What follows belongs to an exercise in optimizing a design on an open flow for small area, a short achievable clock period and few clock cycles per item; a production flow would make more cautious choices. RTL that was checked went through simulation tests only; none was proved equivalent to the original.

==> violet: inputs <==
==> flow/design.v <==
`default_nettype none
package oaie_pkg;
  localparam int unsigned FUNC_W   = 3;
  localparam int unsigned INDEX_W  = 5;
  localparam int unsigned VALUE_W  = 32;
  localparam int unsigned COUNT_W  = 5;
  localparam int unsigned STATUS_W = 2;
  typedef enum logic [FUNC_W-1:0] {
    FUNC_APPEND = 3'd0,
    FUNC_DROP   = 3'd1,
    FUNC_INSERT = 3'd2,
    FUNC_ERASE  = 3'd3,
    FUNC_READ   = 3'd4
  } func_e;
  typedef enum logic [STATUS_W-1:0] {
    ST_OK    = 2'd0,
    ST_RANGE = 2'd1,
    ST_FULL  = 2'd2
  } status_e;
  typedef struct packed {
    logic write;
    logic up;
    logic down;
    logic read;
  } cell_cmd_t;
endpackage
`default_nettype wire
`default_nettype none
module ordered_array_insert_erase #(
  parameter int unsigned CAPACITY   = 16,
  parameter int unsigned ELEM_WIDTH = 32
) (
  input  wire logic                                 clk_i,
  input  wire logic                                 rst_ni,
  input  wire logic                                 in_valid_i,
  output logic                                      in_stall_o,
  input  wire logic        [oaie_pkg::FUNC_W-1:0]   func_i,
  input  wire logic        [oaie_pkg::INDEX_W-1:0]  index_i,
  input  wire logic signed [oaie_pkg::VALUE_W-1:0]  value_i,
  output logic                                      out_valid_o,
  input  wire logic                                 out_stall_i,
  output logic signed      [oaie_pkg::VALUE_W-1:0]  read_value_o,
  output logic             [oaie_pkg::STATUS_W-1:0] status_o,
  output logic             [oaie_pkg::COUNT_W-1:0]  count_o,
  output logic                                      is_empty_o
);
  localparam int unsigned CW = oaie_pkg::COUNT_W;
  localparam int unsigned AW = $clog2(CAPACITY);
  logic [CW-1:0]         cnt_q;
  logic [ELEM_WIDTH-1:0] mem_q [CAPACITY];
  logic                  o_v_q;
  logic [31:0]           o_rv_q;
  logic [1:0]            o_st_q;
  logic [CW-1:0]         o_cnt_q;
  logic                  o_empty_q;
  logic                  s_v_q;
  logic [1:0]            s_st_q;
  logic                  s_rd_q;
  logic [AW-1:0]         s_idx_q;
  logic acc, full, empty, o_free;
  logic f_app, f_drop, f_ins, f_era, f_rd;
  logic idx_gt_n, idx_ge_n;
  assign in_stall_o = s_v_q;
  assign acc        = in_valid_i & ~s_v_q;
  assign o_free     = ~o_v_q | ~out_stall_i;
  assign f_app  = (func_i == oaie_pkg::FUNC_APPEND);
  assign f_drop = (func_i == oaie_pkg::FUNC_DROP);
  assign f_ins  = (func_i == oaie_pkg::FUNC_INSERT);
  assign f_era  = (func_i == oaie_pkg::FUNC_ERASE);
  assign f_rd   = (func_i == oaie_pkg::FUNC_READ);
  assign full     = cnt_q[CW-1];         
  assign empty    = (cnt_q == '0);
  assign idx_gt_n = (index_i > cnt_q);
  assign idx_ge_n = (index_i >= cnt_q);
  logic [1:0]    st_new;
  logic [CW-1:0] cnt_d;
  always_comb begin
    st_new = oaie_pkg::ST_OK;
    if (f_app && full)                st_new = oaie_pkg::ST_FULL;
    if (f_ins && idx_gt_n)            st_new = oaie_pkg::ST_RANGE;
    else if (f_ins && full)           st_new = oaie_pkg::ST_FULL;
    if ((f_era || f_rd) && idx_ge_n)  st_new = oaie_pkg::ST_RANGE;
  end
  always_comb begin
    cnt_d = cnt_q;
    if (acc) begin
      if ((f_app && !full) || (f_ins && !idx_gt_n && !full)) cnt_d = cnt_q + 1'b1;
      if ((f_drop && !empty) || (f_era && !idx_ge_n))        cnt_d = cnt_q - 1'b1;
    end
  end
  logic [CAPACITY-1:0] wr, up, dn, rsel;
  for (genvar k = 0; k < CAPACITY; k++) begin : g_cell
    logic at, above;
    assign at    = (index_i == CW'(k));
    assign above = (index_i <  CW'(k));
    assign wr[k] = acc & ~full & ((f_app & (cnt_q == CW'(k))) | (f_ins & at));
    assign up[k] = acc & ~full & f_ins & above;
    assign dn[k] = acc & f_era & (above | at);
    assign rsel[k] = s_v_q ? (s_rd_q & (s_idx_q == AW'(k)))
                           : (f_rd & at & (cnt_q > CW'(k)));
    always_ff @(posedge clk_i) begin
      if (wr[k]) begin
        mem_q[k] <= value_i;
      end else if (up[k] && k > 0) begin
        mem_q[k] <= mem_q[(k > 0) ? k - 1 : 0];
      end else if (dn[k] && k < CAPACITY - 1) begin
        mem_q[k] <= mem_q[(k < CAPACITY - 1) ? k + 1 : k];
      end
    end
  end
  logic [31:0] rv;
  always_comb begin
    rv = '0;
    for (int k = 0; k < CAPACITY; k++) begin
      rv = rv | (mem_q[k] & {32{rsel[k]}});
    end
  end
  always_ff @(posedge clk_i or negedge rst_ni) begin
    if (!rst_ni) begin
      cnt_q <= '0;
      o_v_q <= 1'b0;
      s_v_q <= 1'b0;
    end else begin
      cnt_q <= cnt_d;
      if (o_free) begin
        o_v_q <= s_v_q | acc;
        s_v_q <= 1'b0;
      end else if (acc) begin
        s_v_q <= 1'b1;
      end
    end
  end
  always_ff @(posedge clk_i) begin
    if (o_free) begin
      o_rv_q    <= rv;
      o_st_q    <= s_v_q ? s_st_q : st_new;
      o_cnt_q   <= cnt_d;
      o_empty_q <= (cnt_d == '0);
    end
    if (!o_free && acc) begin
      s_st_q  <= st_new;
      s_rd_q  <= f_rd & ~idx_ge_n;
      s_idx_q <= index_i[AW-1:0];
    end
  end
  assign out_valid_o  = o_v_q;
  assign read_value_o = o_rv_q;
  assign status_o     = o_st_q;
  assign count_o      = o_cnt_q;
  assign is_empty_o   = o_empty_q;
endmodule
`default_nettype wire
==> flow/run.sh <==
#!/bin/bash
# synth_recipe.tcl (not shown) runs the flow's synth.tcl, then flattens the netlist and writes it again
# the make line also repeats each setting of config.mk as NAME=value (left out here)
make -C /OpenROAD-flow-scripts/flow DESIGN_CONFIG=/design/flow/config.mk WORK_HOME=/design/flow/orfs CLKGATE_MAP_FILE= SYNTH_SCRIPT=/design/flow/synth_recipe.tcl finish
==> flow/config.mk <==
export PLATFORM = sky130hd
export DESIGN_NAME = ordered_array_insert_erase
export DESIGN_NICKNAME = ordered_array_insert_erase
export VERILOG_FILES = /design/flow/design.v
export SDC_FILE = /design/flow/constraint.sdc
export NUM_CORES = 4
export LEC_CHECK = 0
export CAP_MARGIN = 20
export CORE_MARGIN = 2
export CORE_UTILIZATION = 40
export SLEW_MARGIN = 20
==> flow/constraint.sdc <==
create_clock -name core_clock -period 5.0 [get_ports {clk_i}]
set_input_delay 1.0000 -clock core_clock [delete_from_list [all_inputs] [get_ports {clk_i}]]
set_output_delay 1.0000 -clock core_clock [all_outputs]
set_load 0.01 [all_outputs]
==> inputs of sierra, as changes to violet <==
==> flow/design.v (replaced) <==
`default_nettype none
package oaie_pkg;
  localparam int unsigned FUNC_W   = 3;
  localparam int unsigned INDEX_W  = 5;
  localparam int unsigned VALUE_W  = 32;
  localparam int unsigned COUNT_W  = 5;
  localparam int unsigned STATUS_W = 2;
  typedef enum logic [FUNC_W-1:0] {
    FUNC_APPEND = 3'd0,
    FUNC_DROP   = 3'd1,
    FUNC_INSERT = 3'd2,
    FUNC_ERASE  = 3'd3,
    FUNC_READ   = 3'd4
  } func_e;
  typedef enum logic [STATUS_W-1:0] {
    ST_OK    = 2'd0,
    ST_RANGE = 2'd1,
    ST_FULL  = 2'd2
  } status_e;
  typedef struct packed {
    logic write;
    logic up;
    logic down;
    logic read;
  } cell_cmd_t;
endpackage
`default_nettype wire
`default_nettype none
module ordered_array_insert_erase #(
  parameter int unsigned CAPACITY   = 16,
  parameter int unsigned ELEM_WIDTH = 32
) (
  input  wire logic                                 clk_i,
  input  wire logic                                 rst_ni,
  input  wire logic                                 in_valid_i,
  output logic                                      in_stall_o,
  input  wire logic        [oaie_pkg::FUNC_W-1:0]   func_i,
  input  wire logic        [oaie_pkg::INDEX_W-1:0]  index_i,
  input  wire logic signed [oaie_pkg::VALUE_W-1:0]  value_i,
  output logic                                      out_valid_o,
  input  wire logic                                 out_stall_i,
  output logic signed      [oaie_pkg::VALUE_W-1:0]  read_value_o,
  output logic             [oaie_pkg::STATUS_W-1:0] status_o,
  output logic             [oaie_pkg::COUNT_W-1:0]  count_o,
  output logic                                      is_empty_o
);
  localparam int unsigned CW = oaie_pkg::COUNT_W;
  logic                  i_app_q, i_drop_q, i_ins_q, i_era_q, i_rd_q;    
  logic [CW-1:0]         i_idx_q;
  logic [CAPACITY-1:0]   i_le_q;       
  logic [ELEM_WIDTH-1:0] i_val_q;
  logic                  stall_q;      
  logic                  ex_q;         
  logic [CAPACITY-1:0]   r_oh_q;       
  logic [CW-1:0]         cnt_q;
  logic [ELEM_WIDTH-1:0] mem_q [CAPACITY];
  logic                  o_v_q;
  logic [31:0]           o_rv_q;
  logic [1:0]            o_st_q;
  logic [CW-1:0]         o_cnt_q;
  logic                  o_empty_q;
  logic                  s_v_q;
  logic [1:0]            s_st_q;
  logic                  s_rd_q;
  logic in_ld, o_free, i_v_d, s_v_d;
  logic [CAPACITY-1:0] at_in, at_i;
  assign in_stall_o = stall_q;
  assign in_ld      = in_valid_i & ~stall_q;
  assign o_free     = ~o_v_q | ~out_stall_i;
  assign i_v_d      = in_ld | stall_q;
  assign s_v_d      = o_free ? 1'b0 : (s_v_q | ex_q);
  for (genvar k = 0; k < CAPACITY; k++) begin : g_at
    assign at_in[k] = (index_i == CW'(k));
    if (k == 0) begin : g_0
      assign at_i[k] = i_le_q[k];
    end else begin : g_k
      assign at_i[k] = i_le_q[k] & ~i_le_q[k-1];
    end
  end
  always_ff @(posedge clk_i) begin
    if (!stall_q) begin
      i_app_q  <= (func_i == oaie_pkg::FUNC_APPEND);
      i_drop_q <= (func_i == oaie_pkg::FUNC_DROP);
      i_ins_q  <= (func_i == oaie_pkg::FUNC_INSERT);
      i_era_q  <= (func_i == oaie_pkg::FUNC_ERASE);
      i_rd_q   <= (func_i == oaie_pkg::FUNC_READ);
      i_idx_q  <= index_i;
      i_val_q  <= value_i;
      for (int k = 0; k < CAPACITY; k++) begin
        i_le_q[k] <= (index_i <= CW'(k));
      end
    end
    if (!s_v_d) begin
      r_oh_q <= stall_q ? at_i : at_in;
    end
  end
  logic full, empty;
  logic idx_gt_n, idx_ge_n;
  logic [1:0]    st_new;
  logic [CW-1:0] cnt_d, cnt_p1, cnt_m1;
  logic          inc, dec;
  assign full     = cnt_q[CW-1];         
  assign empty    = (cnt_q == '0);
  assign idx_gt_n = (i_idx_q > cnt_q);
  assign idx_ge_n = (i_idx_q >= cnt_q);
  assign cnt_p1 = cnt_q + 1'b1;
  assign cnt_m1 = cnt_q - 1'b1;
  assign inc    = ex_q & ~full & (i_app_q | (i_ins_q & ~idx_gt_n));
  assign dec    = ex_q & ((i_drop_q & ~empty) | (i_era_q & ~idx_ge_n));
  assign cnt_d  = inc ? cnt_p1 : dec ? cnt_m1 : cnt_q;
  always_comb begin
    st_new = oaie_pkg::ST_OK;
    if (i_app_q && full)                  st_new = oaie_pkg::ST_FULL;
    if (i_ins_q && idx_gt_n)              st_new = oaie_pkg::ST_RANGE;
    else if (i_ins_q && full)             st_new = oaie_pkg::ST_FULL;
    if ((i_era_q || i_rd_q) && idx_ge_n)  st_new = oaie_pkg::ST_RANGE;
  end
  logic g_ins, g_app, g_era;
  assign g_ins = ex_q & i_ins_q & ~full;
  assign g_app = ex_q & i_app_q;            
  assign g_era = ex_q & i_era_q;
  for (genvar k = 0; k < CAPACITY; k++) begin : g_cell
    localparam logic [ELEM_WIDTH-1:0] POL = {ELEM_WIDTH{k[0]}};
    logic wr, up, dn;
    assign wr = (g_ins & at_i[k]) | (g_app & (cnt_q == CW'(k)));
    if (k == 0) begin : g_up0
      assign up = 1'b0;
    end else begin : g_upk
      assign up = g_ins & i_le_q[k-1];
    end
    if (k == CAPACITY - 1) begin : g_dnl
      assign dn = 1'b0;                     
    end else begin : g_dnk
      assign dn = g_era & i_le_q[k];
    end
    logic [ELEM_WIDTH-1:0] src_l, src_r, nxt;
    if (k == 0) begin : g_first
      assign src_l = '0;
    end else begin : g_mid_l
      assign src_l = mem_q[k-1];
    end
    if (k == CAPACITY - 1) begin : g_last
      assign src_r = '0;
    end else begin : g_mid_r
      assign src_r = mem_q[k+1];
    end
    assign nxt = ~(({ELEM_WIDTH{wr}} & ~(i_val_q ^ POL)) |
                   ({ELEM_WIDTH{up}} & src_l) |
                   ({ELEM_WIDTH{dn}} & src_r));
    always_ff @(posedge clk_i) begin
      if (wr | up | dn) begin
        mem_q[k] <= nxt;
      end
    end
  end
  logic        rd_ok;
  logic [31:0] rv;
  assign rd_ok = s_v_q ? s_rd_q : (i_rd_q & ~idx_ge_n);
  always_comb begin
    rv = '0;
    for (int k = 0; k < CAPACITY; k++) begin
      rv = rv | ((mem_q[k] ^ {ELEM_WIDTH{k[0]}}) & {32{r_oh_q[k]}});
    end
  end
  always_ff @(posedge clk_i or negedge rst_ni) begin
    if (!rst_ni) begin
      stall_q <= 1'b0;
      ex_q    <= 1'b0;
      cnt_q   <= '0;
      o_v_q   <= 1'b0;
      s_v_q   <= 1'b0;
    end else begin
      stall_q <= i_v_d & s_v_d;
      ex_q    <= i_v_d & ~s_v_d;
      cnt_q   <= cnt_d;
      s_v_q   <= s_v_d;
      if (o_free) begin
        o_v_q <= s_v_q | ex_q;
      end
    end
  end
  always_ff @(posedge clk_i) begin
    if (o_free) begin
      o_rv_q    <= rd_ok ? rv : '0;
      o_st_q    <= s_v_q ? s_st_q : st_new;
      o_cnt_q   <= cnt_d;
      o_empty_q <= inc ? 1'b0 : dec ? (cnt_q == CW'(1)) : empty;
    end
    if (!o_free && ex_q) begin
      s_st_q <= st_new;
      s_rd_q <= i_rd_q & ~idx_ge_n;
    end
  end
  assign out_valid_o  = o_v_q;
  assign read_value_o = o_rv_q;
  assign status_o     = o_st_q;
  assign count_o      = o_cnt_q;
  assign is_empty_o   = o_empty_q;
endmodule
`default_nettype wire
CORE_UTILIZATION = 50   (was 40)
SETUP_SLACK_MARGIN = 2.7   (was unset)
==> comparison <==
Against sierra, the non-clock buffer count of violet is higher by 30.
In sierra the clock skew is lower than in violet, by 23 ps.
In violet the sequential cell count is lower than in sierra, by 72.
Of sierra and violet, violet has the higher die area (gap about 23%, measured against violet).
Against sierra, the synthesized cell count of violet is higher by 24%.
Testbench counts of sierra, summed over its fixed seeds: cycles 13,104, items 13,088.
For violet, only the layout was checked, not whether the RTL still works.

==> static timing again, ports no longer ideal <==
The flow's constraints put no driver on any port. The routed layouts listed below were extracted and timed again, unchanged, in two steps. Step 1: set_driving_cell puts a clkbuf_16 on clk_i and a buf_2 on each other input, an assumption about the parent block. Step 2 moves the port delays by t, midway between the first and last clock arrival at a register: inputs arrive t later, outputs are due t later. That takes back most of the time a late clock gives input paths. a / b / c = ideal ports / drivers / drivers and shift; a / b = the first two.
run	t, ns	slack for setup (ns)	worst slew at a driven data input, ns
violet	0.681	1.008 / 1.040 / 0.359	0.11
sierra	0.683	2.626 / 2.626 / 2.274	0.03
After both steps every run listed still meets setup and hold. The setup slack of violet, which loses most, moves by +0.032 ns with the drivers and by -0.649 ns with both steps.
